Background: an optimization exercise with open tools, aiming at small area. Do not read the settings as production practice. The RTL was checked by simulation tests, not by an equivalence proof against the original design.

## flow/design.v (module list and top-level ports; edited modules follow where they fit)
// module rp_adc_frontend: 33 lines
// module rp_pid_channel: 2832 lines
// module rp_fa: 10 lines
// module rp_ha: 9 lines
// module rp_output_limiter: 46 lines
// module rp_dac_formatter: 28 lines
// module rp_lock_top: 59 lines
module rp_lock_top (
  input  logic         adc_clk,
  input  logic         rst_n_i,
  input  logic [31:0]  adc_dat_i,
  input  logic         digital_loop_i,
  input  logic [93:0]  pid_cfg_i,
  input  logic [83:0]  limit_cfg_i,
  output logic [13:0]  dac_dat_o,
  output logic         dac_sel_o,
  output logic [3:0]   railed_o
);
  // ...
==> flow/run.sh <==
#!/bin/bash
# synth_recipe.tcl (not shown) runs the flow's synth.tcl, then flattens the netlist and writes it again
# the make line also repeats each setting of config.mk as NAME=value (left out here)
make -C /OpenROAD-flow-scripts/flow DESIGN_CONFIG=/design/flow/config.mk WORK_HOME=/design/flow/orfs CLKGATE_MAP_FILE= SYNTH_SCRIPT=/design/flow/synth_recipe.tcl finish
==> flow/config.mk <==
export PLATFORM = sky130hd
export DESIGN_NAME = rp_lock_top
export DESIGN_NICKNAME = rp_lock_top
export VERILOG_FILES = /design/flow/design.v
export SDC_FILE = /design/flow/constraint.sdc
export NUM_CORES = 4
export LEC_CHECK = 0
export CAP_MARGIN = 20
export CORE_MARGIN = 2
export CORE_UTILIZATION = 40
export SLEW_MARGIN = 20
export SYNTH_HIERARCHICAL = 1
export SYNTH_MINIMUM_KEEP_SIZE = 0
==> flow/constraint.sdc <==
create_clock -name core_clock -period 13.0 [get_ports {adc_clk}]
set_input_delay 2.6000 -clock core_clock [delete_from_list [all_inputs] [get_ports {adc_clk}]]
set_output_delay 2.6000 -clock core_clock [all_outputs]
set_load 0.01 [all_outputs]
==> results.json, run 1 <==
{
  "crit_buf_inv": 7,
  "whs_endpoint": "i_dac.code_q[3]",
  "largest_register_ffs": 56,
  "status": "no timing/DRC/antenna violations",
  "final_common_cell": "fa_1",
  "multiInputCombCellCount": 3206,
  "path_clk_slew_ps": 80,
  "synthSimpleGateAreaFrac": 0.1518,
  "synthTopCellsByArea": "fa_1 (45%), ha_1 (8.7%), nand2_1 (5.8%)",
  "hold_violations": 0,
  "regArea_sq_um": 4065,
  "drtPass1Iterations": 5,
  "max_slew_margin": 0.3015,
  "rsz0062_at_grt": "no",
  "grt_max_degree": 60,
  "synth.ff_latch_count": 159,
  "grtUsageTotal": 0.2470,
  "cts_buffer_depth": 2,
  "whs_path_depth": 1,
  "post_drt_wl_per_cell_um": 22.80,
  "async_reset_ff_frac": 1.000,
  "synth_top_cell_area_share": 0.4525,
  "crit_family": "adder cells",
  "overflow": 0,
  "path_class": "input port to flop",
  "fin_crit_sh": 0.9318,
  "drcViolationCount": 0,
  "ant_nets": 0,
  "cts.sinks": 159,
  "die_h_um": 321.6,
  "min_period_ps": 12110,
  "min-delay-start": "g_ch[0].i_limit.lim_q[3]",
  "place_ws_ps": 395.0,
  "wl_met1_mm": 52.76,
  "routabilityCongestion": 0.9082,
  "fp.coreArea_sq_um": 100000,
  "syn2layout_area_growth_pct": 11.64
}
==> module rp_output_limiter, before the edit <==
module rp_output_limiter (
  input  logic                    adc_clk,
  input  logic                    rst_n_i,
  input  rp_sample_pkg::sample_t  ctrl_i,     
  input  rp_ctrl_pkg::limit_cfg_t cfg_i,
  output rp_sample_pkg::sample_t  lim_o,      
  output rp_ctrl_pkg::railed_t    railed_o    
);
rp_sample_pkg::sum_t    sum;        
rp_sample_pkg::sample_t sat;        
rp_sample_pkg::sample_t clamp;      
rp_ctrl_pkg::railed_t   railed_d;
rp_sample_pkg::sample_t lim_q;
rp_ctrl_pkg::railed_t   railed_q;
assign sum = {ctrl_i[rp_sample_pkg::SAMPLE_W-1], ctrl_i}
           + {cfg_i.offset[rp_sample_pkg::SAMPLE_W-1], cfg_i.offset};
assign sat = (sum[rp_sample_pkg::SUM_W-1] ^ sum[rp_sample_pkg::SUM_W-2])
           ? {sum[rp_sample_pkg::SUM_W-1], {(rp_sample_pkg::SAMPLE_W-1){~sum[rp_sample_pkg::SUM_W-1]}}}
           : sum[rp_sample_pkg::SAMPLE_W-1:0];
always_comb
begin
  if ($signed(sat) >= $signed(cfg_i.hi))
    clamp = cfg_i.hi;       
  else if ($signed(sat) <= $signed(cfg_i.lo))
    clamp = cfg_i.lo;       
  else
    clamp = sat;
end
assign railed_d.high = $signed(clamp) >= $signed(cfg_i.hi);
assign railed_d.low  = $signed(clamp) <= $signed(cfg_i.lo);
always_ff @(posedge adc_clk or negedge rst_n_i)
begin
  if (!rst_n_i)
  begin
    lim_q    <= '0;
    railed_q <= '0;
  end
  else
  begin
    lim_q    <= clamp;
    railed_q <= railed_d;   
  end
end
assign lim_o    = lim_q;
assign railed_o = railed_q;
endmodule
==> run 2: changes to the inputs <==
--- a/flow/design.v
+++ b/flow/design.v
@@ -95,17 +95,17 @@
 rp_ctrl_pkg::integ_t    integ_d;
 rp_ctrl_pkg::integ_t    integ_q;
 rp_ctrl_pkg::integ_t    integ_nq;    
 rp_sample_pkg::sample_t ctrl_d;
 rp_sample_pkg::sample_t ctrl_q;
 assign kp = cfg_i.kp;
 assign ki = cfg_i.ki;
 assign s_sum[11:0] = '0;
-assign e = {cfg_i.setpoint[13], cfg_i.setpoint} - {sample_i[13], sample_i};
+rp_err u_err (.a(cfg_i.setpoint), .b(sample_i), .d(e));
 logic ps_pp1;
 logic ps_pp2;
 logic ps_pp3;
 logic ps_pp4;
 logic ps_pp5;
 logic ps_pp6;
 logic ps_pp7;
 logic ps_pp8;
@@ -2922,47 +2922,93 @@
   input  logic a,
   input  logic b,
   output logic s,
   output logic co
 );
 assign s  = a ^ b;
 assign co = a & b;
 endmodule
+module rp_err (
+  input  logic [13:0] a,
+  input  logic [13:0] b,
+  output logic [14:0] d
+);
+assign d = {a[13], a} - {b[13], b};
+endmodule
 `timescale 1ns/1ps
 module rp_output_limiter (
   input  logic                    adc_clk,
   input  logic                    rst_n_i,
   input  rp_sample_pkg::sample_t  ctrl_i,     
   input  rp_ctrl_pkg::limit_cfg_t cfg_i,
   output rp_sample_pkg::sample_t  lim_o,      
   output rp_ctrl_pkg::railed_t    railed_o    
 );
-rp_sample_pkg::sum_t    sum;        
+logic [14:0]            sum;        
+logic [14:0]            cy;         
+logic [14:0]            a_u;        
+logic [14:0]            hi_u;       
+logic [14:0]            lo_u;       
+logic [15:0]            ge_c;       
+logic [15:0]            le_c;       
+logic [14:0]            hl_c;       
+logic                   ovf;        
+logic                   ge_h;       
+logic                   le_l;       
+logic                   hl;         
 rp_sample_pkg::sample_t sat;        
 rp_sample_pkg::sample_t clamp;      
 rp_ctrl_pkg::railed_t   railed_d;
 rp_sample_pkg::sample_t lim_q;
 rp_ctrl_pkg::railed_t   railed_q;
-assign sum = {ctrl_i[rp_sample_pkg::SAMPLE_W-1], ctrl_i}
-           + {cfg_i.offset[rp_sample_pkg::SAMPLE_W-1], cfg_i.offset};
-assign sat = (sum[rp_sample_pkg::SUM_W-1] ^ sum[rp_sample_pkg::SUM_W-2])
-           ? {sum[rp_sample_pkg::SUM_W-1], {(rp_sample_pkg::SAMPLE_W-1){~sum[rp_sample_pkg::SUM_W-1]}}}
-           : sum[rp_sample_pkg::SAMPLE_W-1:0];
+rp_ha u_add0 (.a(ctrl_i[0]), .b(cfg_i.offset[0]), .s(sum[0]), .co(cy[1]));
+generate
+  for (genvar i = 1; i < 14; i++)
+  begin : g_add
+    rp_fa u_add (.a(ctrl_i[i]), .b(cfg_i.offset[i]), .c(cy[i]), .s(sum[i]), .co(cy[i+1]));
+  end
+endgenerate
+assign sum[14] = ctrl_i[13] ^ cfg_i.offset[13] ^ cy[14];
+assign a_u  = {~sum[14], sum[13:0]};
+assign hi_u = {~cfg_i.hi[13], cfg_i.hi[13], cfg_i.hi[12:0]};
+assign lo_u = {~cfg_i.lo[13], cfg_i.lo[13], cfg_i.lo[12:0]};
+assign ge_c[0] = 1'b1;
+assign le_c[0] = 1'b1;
+assign hl_c[0] = 1'b1;
+generate
+  for (genvar i = 0; i < 15; i++)
+  begin : g_cmp
+    assign ge_c[i+1] = (a_u[i] & ~hi_u[i]) | (a_u[i] & ge_c[i]) | (~hi_u[i] & ge_c[i]);
+    assign le_c[i+1] = (lo_u[i] & ~a_u[i]) | (lo_u[i] & le_c[i]) | (~a_u[i] & le_c[i]);
+  end
+  for (genvar i = 0; i < 14; i++)
+  begin : g_hl
+    logic lo_b, hi_b;
+    assign lo_b = (i == 13) ? ~cfg_i.lo[i] : cfg_i.lo[i];
+    assign hi_b = (i == 13) ? ~cfg_i.hi[i] : cfg_i.hi[i];
+    assign hl_c[i+1] = (lo_b & ~hi_b) | (lo_b & hl_c[i]) | (~hi_b & hl_c[i]);
+  end
+endgenerate
+assign ge_h = ge_c[15] | (cfg_i.hi == 14'h2000);
+assign le_l = le_c[15] | (cfg_i.lo == 14'h1FFF);
+assign hl   = hl_c[14];
+assign ovf = sum[14] ^ sum[13];
+assign sat = ovf ? {sum[14], {13{~sum[14]}}} : sum[13:0];
 always_comb
 begin
-  if ($signed(sat) >= $signed(cfg_i.hi))
+  if (ge_h)
     clamp = cfg_i.hi;       
-  else if ($signed(sat) <= $signed(cfg_i.lo))
+  else if (le_l)
     clamp = cfg_i.lo;       
   else
     clamp = sat;
 end
-assign railed_d.high = $signed(clamp) >= $signed(cfg_i.hi);
-assign railed_d.low  = $signed(clamp) <= $signed(cfg_i.lo);
+assign railed_d.high = ge_h | (le_l & hl);
+assign railed_d.low  = ge_h ? hl : le_l;
 always_ff @(posedge adc_clk or negedge rst_n_i)
 begin
   if (!rst_n_i)
   begin
     lim_q    <= '0;
     railed_q <= '0;
   end
   else
==> run 2 against run 1 <==
Compared with the run above: non-clock buffer count decreased by 30; still clean on timing, DRC and antenna; critical path depth decreased by 2; critical endpoint is now g_ch[1].i_pid.integ_nq[22]; highest routed layer unchanged.
==> results.json, run 2 <==
{
  "status": "no timing/DRC/antenna violations",
  "async_reset_ff_frac": 1.000,
  "dieWidth_um": 310.1,
  "cts_buffer_depth": 2,
  "grt_antenna_before_repair": 8,
  "grtUsageTotal": 0.2395,
  "crit_buf_inv": 5,
  "place_ws_ps": 83.57,
  "syn-cell-area_sq_um": 37480,
  "grt_max_degree": 59,
  "path_class": "input port to flop",
  "cts.sinks": 159,
  "final_cell_count_no_fill": 5103,
  "synth.ff_latch_count": 159,
  "drcViolationCount": 0,
  "dr.first_iter.drc_count": 1936,
  "ant_nets": 0,
  "insertion_delay_ps": 500,
  "post-dp-hpwl_mm": 88.11,
  "drv_slew": 0,
  "routabilityCongestion": 0.9344,
  "timing.fmax_mhz": 80.04,
  "rows": 112,
  "ys_warn_count": 10,
  "hold_buffers": 0,
  "largest_register": "g_ch.i_pid.integ_nq",
  "cp_data_arrival_time_ps": 12920,
  "setup_viol": 0,
  "drtPass1Iterations": 7,
  "maxCapViolCount": 0,
  "ys.flop_type": "dfrtp_1",
  "num_vias": 27380,
  "grt_pass1_vias": 30400,
  "port_buffers": 227,
  "cts_tree": "done",
  "path_clk_slew_ps": 80,
  "start_kind": "input port",
  "cts-root-buf": "clkbuf_16",
  "cpMaxStageDelayCell": "a2bb2oi_4",
  "fillers": 8941,
  "crit_family": "adder cells",
  "h-tree-depth": 4,
  "max_slew_margin": 0.2860,
  "layout_setup_ws_ps": 506.2,
  "hp-class": "flop to flop",
  "tns_ps": 0,
  "cts_resized": 0,
  "initial_core_util": 0.4028,
  "grt_pass1_wl_mm": 175.2,
  "synthTopCellsByArea": "fa_1 (50%), nand2_1 (8.9%), dfrtp_1 (6.0%)",
  "yosysTopAreaCell": "fa_1",
  "endpoint_kind": "flop",
  "synth.most_common_cell": "fa_1",
  "routed_wl_mm": 109.7,
  "layout_common_cells": "fa_1 (936), nand2_1 (888), inv_1 (317)",
  "die_h_um": 310.1,
  "fin_nets": 5120,
  "cts_setup_buffers": 0,
  "cpMostUsedCell": "fa_1",
  "ys_seq_area_frac": 0.1085,
  "fin_crit_sh": 0.9611,
  "hold_violations": 0,
  "timing.hold.ws_ps": 415.4,
  "worstPathRequired_ps": 13430,
  "critPathMaxFanout": 27,
  "rsz0062_at_grt": "no",
  "dp_cells": 5064,
  "overflow": 0,
  "worstMarginPinSlew_ps": 1071,
  "post_drt_wl_per_cell_um": 21.49,
  "yosysUniqueCellTypes": 84,
  "cts_buffers": 17,
  "largest_register_ffs": 56,
  "synth_nets": 4975,
  "syn2layout_area_growth_pct": 12.01,
  "min_period_ps": 12490,
  "final_common_cell": "fa_1",
  "finalClockSkew_ps": 19.61,
  "drive_gt1_frac": 0.09448,
  "critPathMaxStageDelay_ps": 610,
  "synth_top_cell_area_share": 0.4999,
  "netlist_top_cells_count": "fa_1 (936), nand2_1 (888), inv_1 (317)",
  "dieArea_sq_um": 96170,
  "ioPinCount": 232,
  "routed_via_density": 5.364,
  "fp.coreArea_sq_um": 93050,
  "synth_edf_count": 0,
  "netlist_instances": 3684,
  "syn_area_per_cell_sq_um": 10.17
}
run 2: cell families (layout without fill, tap and decap cells):
family	count (synthesis)	in the layout	synth area share
AOI/OAI and AO/OA	382	382	0.07498
muxes	80	80	0.02233
DFF	159	159	0.1085
other	0	7	0
buffers and inverters	523	681	0.05755
adders and majority gates	1102	1102	0.5538
and+or+nand+nor	1346	1346	0.1614
xor gates and xnor gates	92	92	0.02150
run 2: through the flow:
stage | area [sq um] | utilization
floorplan | 37480 | -
global placement | 41330 | 0.4442
detailed placement | 41330 | 0.4442
CTS | 41960 | 0.4510
global route | 41980 | 0.4511
finish | 41980 | 0.4512
run 2: worst register-to-register path: cells and delay by family (launching register included):
kind            cells  cell delay [ps]
simple gates        8             2340
fa+ha+maj          12             5030
buf+inv             4              370
flops               1              480
compound gates      8             2040
run 2: worst paths after layout:
kind,startpoint,endpoint,slack (ps),cells past startpoint
setup / recovery,pid_cfg_i[79],g_ch[1].i_pid.integ_nq[22],510,33
hold / removal,g_ch[0].i_limit.lim_q[8],i_dac.code_q[8],420,1
setup reg to reg,i_frontend.sample_q[15],g_ch[1].i_pid.integ_nq[22],2690,32
hold reg to reg,g_ch[0].i_limit.lim_q[8],i_dac.code_q[8],420,1
max in group asynchronous,rst_n_i,g_ch[1].i_pid.ctrl_q[2],9060,3
min in group asynchronous,rst_n_i,g_ch[0].i_pid.ctrl_q[12],2110,1
run 2: per-module statistics from Yosys, one instance, submodules excluded, excerpt:
module | copies in the design | area [sq um] | flip-flops and latches | cells
rp_err | 2 | 762.0 | 0 | 107
rp_fa | 930 | 20.02 | 0 | 1
rp_adc_frontend | 1 | 1101 | 28 | 88
rp_dac_formatter | 1 | 568.0 | 15 | 32
rp_output_limiter | 2 | 1684 | 16 | 202
rp_ha | 10 | 12.51 | 0 | 1
rp_pid_channel | 2 | 6088 | 42 | 1003
run 2: area by class of cell:
type | instances | area [sq um] | share of cell area
Antenna cell | 7 | 17.52 | 0.0004173
Clock buffer | 17 | 425.4 | 0.01013
Clock inverter | 15 | 206.4 | 0.004918
Inverter | 317 | 1190 | 0.02834
Multi-Input combinational cell | 3002 | 31410 | 0.7482
Sequential cell | 159 | 4065 | 0.09683
Tap cell | 1254 | 1569 | 0.03737
Timing Repair Buffer | 332 | 3097 | 0.07376
run 2: metal layers:
layer	track usage	part of all wire	vias to the layer above	wire length, um
met5	0	0.00031	-	34
met4	0.07752	0.032	4	3480
met1	0.3173	0.41	14300	45270
met2	0.4000	0.48	997	53120
met3	0.04175	0.071	185	7769
li1	-	-	11890	-

## static timing again, ports no longer ideal
The results above use ideal ports. As a check the final layouts listed here were re-extracted and re-timed, cells and wires unchanged.
Step 1, drivers: a clkbuf_16 drives adc_clk and a buf_2 each remaining input, both assumed.
Step 2 times the ports against the registers' clock, not the clock port: input delays grow and output delays shrink by t, the midpoint of the rising clock arrivals with the driver on.
a / b / c = no drivers / after step 1 / after step 2; a / b = the first two.
run	t, ns	setup slack, ns	latest minus earliest clock arrival (ns)
run 1	0.568	0.887 / 0.910 / 0.342	0.019 / 0.019
run 2	0.554	0.506 / 0.543 / -0.011	0.019 / 0.020
Met with ideal ports but missed after step 2: setup timing in run 2. The setup slack of run 1, which loses most, moves by +0.023 ns with the drivers and by -0.545 ns with both steps.
